From an optimization exercise on the open Yosys and OpenROAD flow, aimed at small area and a short achievable clock period; shortcuts taken in it are not production practice. Where RTL was checked, it was by simulation tests only, not by an equivalence proof against the original. Power figures rest on the tool's default switching activity, not on a simulated workload.

the previous run:
// router_nport
module router_nport #(
    parameter int NPORT  = 8,
    parameter int ADDR_W = $clog2(NPORT)
) (
    input  logic             clk,
    input  logic             reset_n,
    input  logic [NPORT-1:0] din,
    input  logic [NPORT-1:0] frame_n,
    input  logic [NPORT-1:0] valid_n,
    output logic [NPORT-1:0] busy_n,
    output logic [NPORT-1:0] dout,
    output logic [NPORT-1:0] valido_n,
    output logic [NPORT-1:0] frameo_n
);
Settings: LEC_CHECK=0, ABC_AREA=1, CAP_MARGIN=20, CORE_MARGIN=2, CORE_UTILIZATION=30, PLACE_DENSITY=0.45, SLEW_MARGIN=20; clock period 10.0 ns.
standard.sh (not shown) runs the stock make flow with config.mk's settings and CLKGATE_MAP_FILE= SYNTH_SCRIPT=/design/flow/synth_recipe.tcl, a recipe that flattens the netlist after the stock synthesis.
==> flow/flow/run.sh <==
#!/bin/bash
# Own layout flow:
#  1. the standard synthesis (standard.sh synth);
#  2. the gates between the flip-flops re-mapped with an area-oriented ABC
#     script (flow/resynth.sh, flow/abc.script); flip-flops untouched;
#  3. the standard layout from that netlist, with small port buffers and
#     repair_timing aiming for a larger setup margin (the SDC is unchanged).
set -euo pipefail
work=$(pwd)
res=$work/orfs/results/sky130hd/router_nport/base
logs=$work/orfs/logs/sky130hd/router_nport/base
obj=$work/orfs/objects/sky130hd/router_nport/base
bash standard.sh synth > synth.log 2>&1
bash flow/resynth.sh "$res" "$logs" "$obj" "$work/flow/abc.script" > resynth_run.log 2>&1
mv "$res/1_2_yosys_new.v" "$res/1_2_yosys.v"
rm -f "$res/1_synth.odb" "$res/1_synth.sdc"
export BUFFER_PORTS_ARGS="-buffer_cell sky130_fd_sc_hd__buf_2"
export SETUP_SLACK_MARGIN=7.4
bash standard.sh finish > layout.log 2>&1
==> flow/flow/abc.script <==
&get -n
&st
&dch
&nf -R 1000
&put
topo
stime -c
==> flow/flow/resynth.sh <==
#!/bin/bash
# Re-map the combinational logic of the standard synthesis netlist with a
# different ABC script. Flip-flops are kept as they are (same instances,
# names and cell types); only the gates between them are rebuilt.
# usage: resynth.sh RESULTS_DIR LOG_DIR OBJECTS_DIR ABC_SCRIPT
set -euo pipefail
res=$1; logs=$2; obj=$3; scr=$4
lib=$FLOW_HOME/platforms/sky130hd/lib/sky130_fd_sc_hd__tt_025C_1v80.lib
yosys_bin=$(command -v yosys || echo "$FLOW_HOME/../tools/install/yosys/bin/yosys")

# every -dont_use argument of the standard synthesis' abc call
dont_use=$(grep -m1 '^abc ' "$logs/1_2_yosys.log" | grep -o -- '-dont_use [^ ]*' | tr '\n' ' ')
cp "$res/1_2_yosys.v" "$res/1_2_yosys_std.v"
cat > resynth.ys <<Y
read_liberty -overwrite -ignore_miss_func -setattr liberty_cell $lib
read_verilog $res/1_2_yosys_std.v
hierarchy -top $FLOW_TOP
setattr -mod -set keep_hierarchy 1 sky130_fd_sc_hd__df*
setattr -mod -set keep_hierarchy 1 sky130_fd_sc_hd__edf*
setattr -mod -set keep_hierarchy 1 sky130_fd_sc_hd__conb*
flatten
opt_clean
techmap
opt -fast
abc -script $scr -liberty $lib $dont_use -constr $obj/abc.constr
opt_clean -purge
hilomap -singleton -hicell sky130_fd_sc_hd__conb_1 HI -locell sky130_fd_sc_hd__conb_1 LO
splitnets
opt_clean -purge
stat -liberty $lib
select $FLOW_TOP
write_verilog -noattr -noexpr -nohex -nodec -selected $res/1_2_yosys_new.v
Y
"$yosys_bin" -l resynth.log resynth.ys > /dev/null
diff inputs: the previous run => the current run
-- flow/flow/run.sh --
<<< the previous run, line 18
export SETUP_SLACK_MARGIN=7.4
>>> the current run, line 18
export SETUP_SLACK_MARGIN=7
Notes after the runs:
The current run | stages: all done | timing, DRC, antenna: all pass. Taking the previous run as the reference, in the current run power in the clock group lower, total power -about 4.4%. The current run does better than the previous run on fmax.
Function was not checked in any run of this note: the RTL went through the layout flow alone.

---

The RTL this note starts from:
==> flow/design.v <==
module router_nport #(
    parameter int NPORT  = 8,
    parameter int ADDR_W = $clog2(NPORT)
) (
    input  logic             clk,
    input  logic             reset_n,
    input  logic [NPORT-1:0] din,
    input  logic [NPORT-1:0] frame_n,
    input  logic [NPORT-1:0] valid_n,
    output logic [NPORT-1:0] busy_n,
    output logic [NPORT-1:0] dout,
    output logic [NPORT-1:0] valido_n,
    output logic [NPORT-1:0] frameo_n
);
    localparam int N = 8;
    localparam int W = 3;
    logic [W:0]   r_sr    [N];
    logic [N-1:0] w_inArb;
    logic [W-1:0] w_addr  [N];
    logic [N-1:0] r_ov;
    logic [W-1:0] r_ptr   [N];
    logic [N-1:0] r_dout, r_valido, r_frameo;
    logic [N-1:0] w_arb;
    logic [N-1:0] w_req   [N];    
    logic [N-1:0] w_st    [N];    
    logic [N-1:0] w_gnt   [N];    
    logic [N-1:0] w_granted;
    logic [W-1:0] w_pnext [N];
    logic [N-1:0] w_any;
    logic [N-1:0] w_dsel, w_vsel, w_fsel;
    always_comb begin
        for (int i = 0; i < N; i++) begin
            w_inArb[i]  = r_sr[i][0];
            w_addr[i] = r_sr[i][W:1];
        end
    end
    assign w_arb = w_inArb;
    always_comb begin
        for (int d = 0; d < N; d++)
            for (int i = 0; i < N; i++) begin
                w_req[d][i] = w_arb[i] && (w_addr[i] == d);
                w_st[d][i]  = (r_ptr[d] == i);
            end
    end
    function automatic logic [N-1:0] prefixOr(input logic [N-1:0] x);
        logic [N-1:0] p1, p2, p4;
        p1 = x  | {x[N-2:0], 1'b0};
        p2 = p1 | {p1[N-3:0], 2'b0};
        p4 = p2 | {p2[N-5:0], 4'b0};
        prefixOr = {p4[N-2:0], 1'b0};
    endfunction
    always_comb begin
        w_granted = '0;
        for (int d = 0; d < N; d++) begin
            logic [N-1:0] above, hi, x;
            above = prefixOr(w_st[d]) | w_st[d];    
            hi    = w_req[d] & above;
            x     = (hi != '0) ? hi : w_req[d];
            w_gnt[d] = x & ~prefixOr(x) & {N{!r_ov[d]}};
            w_any[d] = (w_req[d] != '0);
            w_pnext[d] = '0;    
            for (int i = 0; i < N; i++)
                if (w_gnt[d][i]) w_pnext[d] = w_pnext[d] | W'((i + 1) % N);
            w_granted = w_granted | w_gnt[d];
        end
    end
    always_comb begin
        for (int d = 0; d < N; d++) begin
            w_dsel[d] = 1'b0;
            w_vsel[d] = 1'b0;
            w_fsel[d] = 1'b0;
            for (int i = 0; i < N; i++) begin
                w_dsel[d] = w_dsel[d] | (w_st[d][(i + 1) % N] & din[i]);
                w_vsel[d] = w_vsel[d] | (w_st[d][(i + 1) % N] & valid_n[i]);
                w_fsel[d] = w_fsel[d] | (w_st[d][(i + 1) % N] & frame_n[i]);
            end
        end
    end
    always_ff @(posedge clk or negedge reset_n) begin
        if (!reset_n) begin
            for (int i = 0; i < N; i++) r_sr[i] <= '0;
        end else begin
            for (int i = 0; i < N; i++) begin
                if (r_sr[i][0]) begin
                    if (w_granted[i]) r_sr[i] <= '0;           
                end else if (frame_n[i]) begin
                    r_sr[i] <= 4'b1000;                        
                end else if (r_sr[i] != '0) begin
                    r_sr[i] <= {din[i], r_sr[i][W:1]};         
                end
            end
        end
    end
    always_ff @(posedge clk or negedge reset_n) begin
        if (!reset_n) begin
            r_ov       <= '0;
            r_dout     <= '0;
            r_valido   <= '0;
            r_frameo   <= '0;
            for (int d = 0; d < N; d++) r_ptr[d] <= '0;
        end else begin
            for (int d = 0; d < N; d++) begin
                if (r_ov[d]) begin
                    r_dout[d]     <= !w_vsel[d] && w_dsel[d];
                    r_valido[d]   <= !w_vsel[d];
                    r_frameo[d]   <= !w_fsel[d];
                    r_ov[d]       <= !w_fsel[d];
                end else begin
                    r_dout[d]     <= 1'b0;
                    r_valido[d]   <= 1'b0;
                    r_frameo[d]   <= 1'b0;
                    if (w_any[d]) begin
                        r_ov[d]  <= 1'b1;
                        r_ptr[d] <= w_pnext[d];
                    end
                end
            end
        end
    end
    assign busy_n   = ~w_inArb;
    assign dout     = r_dout;
    assign valido_n = ~r_valido;
    assign frameo_n = ~r_frameo;
endmodule
export LEC_CHECK = 0
export ABC_AREA = 1
export CAP_MARGIN = 20
export CORE_MARGIN = 2
export CORE_UTILIZATION = 30
export PLACE_DENSITY = 0.45
export SLEW_MARGIN = 20
create_clock -name core_clock -period 10.0 [get_ports {clk}]
==> flow/flow/run.sh <==
#!/bin/bash
# Own layout flow: the standard synthesis and layout, with small port
# buffers and repair_timing aiming for a larger setup margin (the SDC is
# unchanged).
set -euo pipefail
bash standard.sh synth > synth.log 2>&1
export BUFFER_PORTS_ARGS="-buffer_cell sky130_fd_sc_hd__buf_1"
export SETUP_SLACK_MARGIN=7.0
bash standard.sh finish > layout.log 2>&1
The first run ran to the end with no violations.
Next try:
==> flow/flow/run.sh (replaced) <==
#!/bin/bash
# Own layout flow:
#  1. the standard synthesis (standard.sh synth);
#  2. the gates between the flip-flops re-mapped with an area-oriented ABC
#     script (flow/resynth.sh, flow/abc.script); flip-flops untouched;
#  3. the standard layout from that netlist, with small port buffers and
#     repair_timing aiming for a larger setup margin (the SDC is unchanged).
set -euo pipefail
work=$(pwd)
res=$work/orfs/results/sky130hd/router_nport/base
logs=$work/orfs/logs/sky130hd/router_nport/base
obj=$work/orfs/objects/sky130hd/router_nport/base
bash standard.sh synth > synth.log 2>&1
bash flow/resynth.sh "$res" "$logs" "$obj" "$work/flow/abc.script" > resynth_run.log 2>&1
mv "$res/1_2_yosys_new.v" "$res/1_2_yosys.v"
rm -f "$res/1_synth.odb" "$res/1_synth.sdc"
export BUFFER_PORTS_ARGS="-buffer_cell sky130_fd_sc_hd__buf_2"
export SETUP_SLACK_MARGIN=7.0
bash standard.sh finish > layout.log 2>&1
==> flow/flow/abc.script (new file) <==
&get -n
&st
&dch
&nf -R 1000
&put
topo
stime -c
==> flow/flow/resynth.sh (new file) <==
#!/bin/bash
# Re-map the combinational logic of the standard synthesis netlist with a
# different ABC script. Flip-flops are kept as they are (same instances,
# names and cell types); only the gates between them are rebuilt.
# usage: resynth.sh RESULTS_DIR LOG_DIR OBJECTS_DIR ABC_SCRIPT
set -euo pipefail
res=$1; logs=$2; obj=$3; scr=$4
lib=$FLOW_HOME/platforms/sky130hd/lib/sky130_fd_sc_hd__tt_025C_1v80.lib
yosys_bin=$(command -v yosys || echo "$FLOW_HOME/../tools/install/yosys/bin/yosys")

# every -dont_use argument of the standard synthesis' abc call
dont_use=$(grep -m1 '^abc ' "$logs/1_2_yosys.log" | grep -o -- '-dont_use [^ ]*' | tr '\n' ' ')
cp "$res/1_2_yosys.v" "$res/1_2_yosys_std.v"
cat > resynth.ys <<Y
read_liberty -overwrite -ignore_miss_func -setattr liberty_cell $lib
read_verilog $res/1_2_yosys_std.v
hierarchy -top $FLOW_TOP
setattr -mod -set keep_hierarchy 1 sky130_fd_sc_hd__df*
setattr -mod -set keep_hierarchy 1 sky130_fd_sc_hd__edf*
setattr -mod -set keep_hierarchy 1 sky130_fd_sc_hd__conb*
flatten
opt_clean
techmap
opt -fast
abc -script $scr -liberty $lib $dont_use -constr $obj/abc.constr
opt_clean -purge
hilomap -singleton -hicell sky130_fd_sc_hd__conb_1 HI -locell sky130_fd_sc_hd__conb_1 LO
splitnets
opt_clean -purge
stat -liberty $lib
select $FLOW_TOP
write_verilog -noattr -noexpr -nohex -nodec -selected $res/1_2_yosys_new.v
Y
"$yosys_bin" -l resynth.log resynth.ys > /dev/null
After rerunning: The new run passed the timing, DRC and antenna checks. Setup slack gets worse by 220 ps. Maximum frequency went down by 6.9%. Design area went up by about 5.4%. Die area went down by about 15%. Power went up by 9.5%. Hold slack gets better by 33 ps. Via count went down by 6.3%. Global-route usage went up by 1.3 points.

## port drivers added, routing unchanged
How much do the figures lean on ideal ports? The routed layouts below were timed once more, with nothing changed but the port constraints.
Step 1: set_driving_cell puts a clkbuf_16 on clk and a buf_2 on each other input, an assumption about the parent block.
Step 2 moves the port delays by t, midway between the first and last clock arrival at a register: inputs arrive t later, outputs are due t later. That takes back most of the time a late clock gives input paths.
Slacks: ideal ports / drivers / drivers and shift; pairs: ideal ports / drivers.
run	t (ns)	slack for setup (ns)	latest minus earliest clock arrival (ns)	worst slew at a driven data input, ns	cell pins on the clock port's net
the previous run	0.410	6.497 / 6.497 / 6.497	0.012 / 0.013	0.20	1
the current run	0.414	6.572 / 6.572 / 6.572	0.010 / 0.010	0.04	1
the first run of note 2	0.413	6.996 / 6.965 / 6.601	0.011 / 0.011	0.06	1
the second run of note 2	0.408	6.775 / 6.775 / 6.620	0.010 / 0.010	0.04	1
After both steps setup and hold are still met in every run listed. The setup slack of the first run of note 2, which loses most, moves by -0.031 ns with the drivers and by -0.395 ns with both steps.
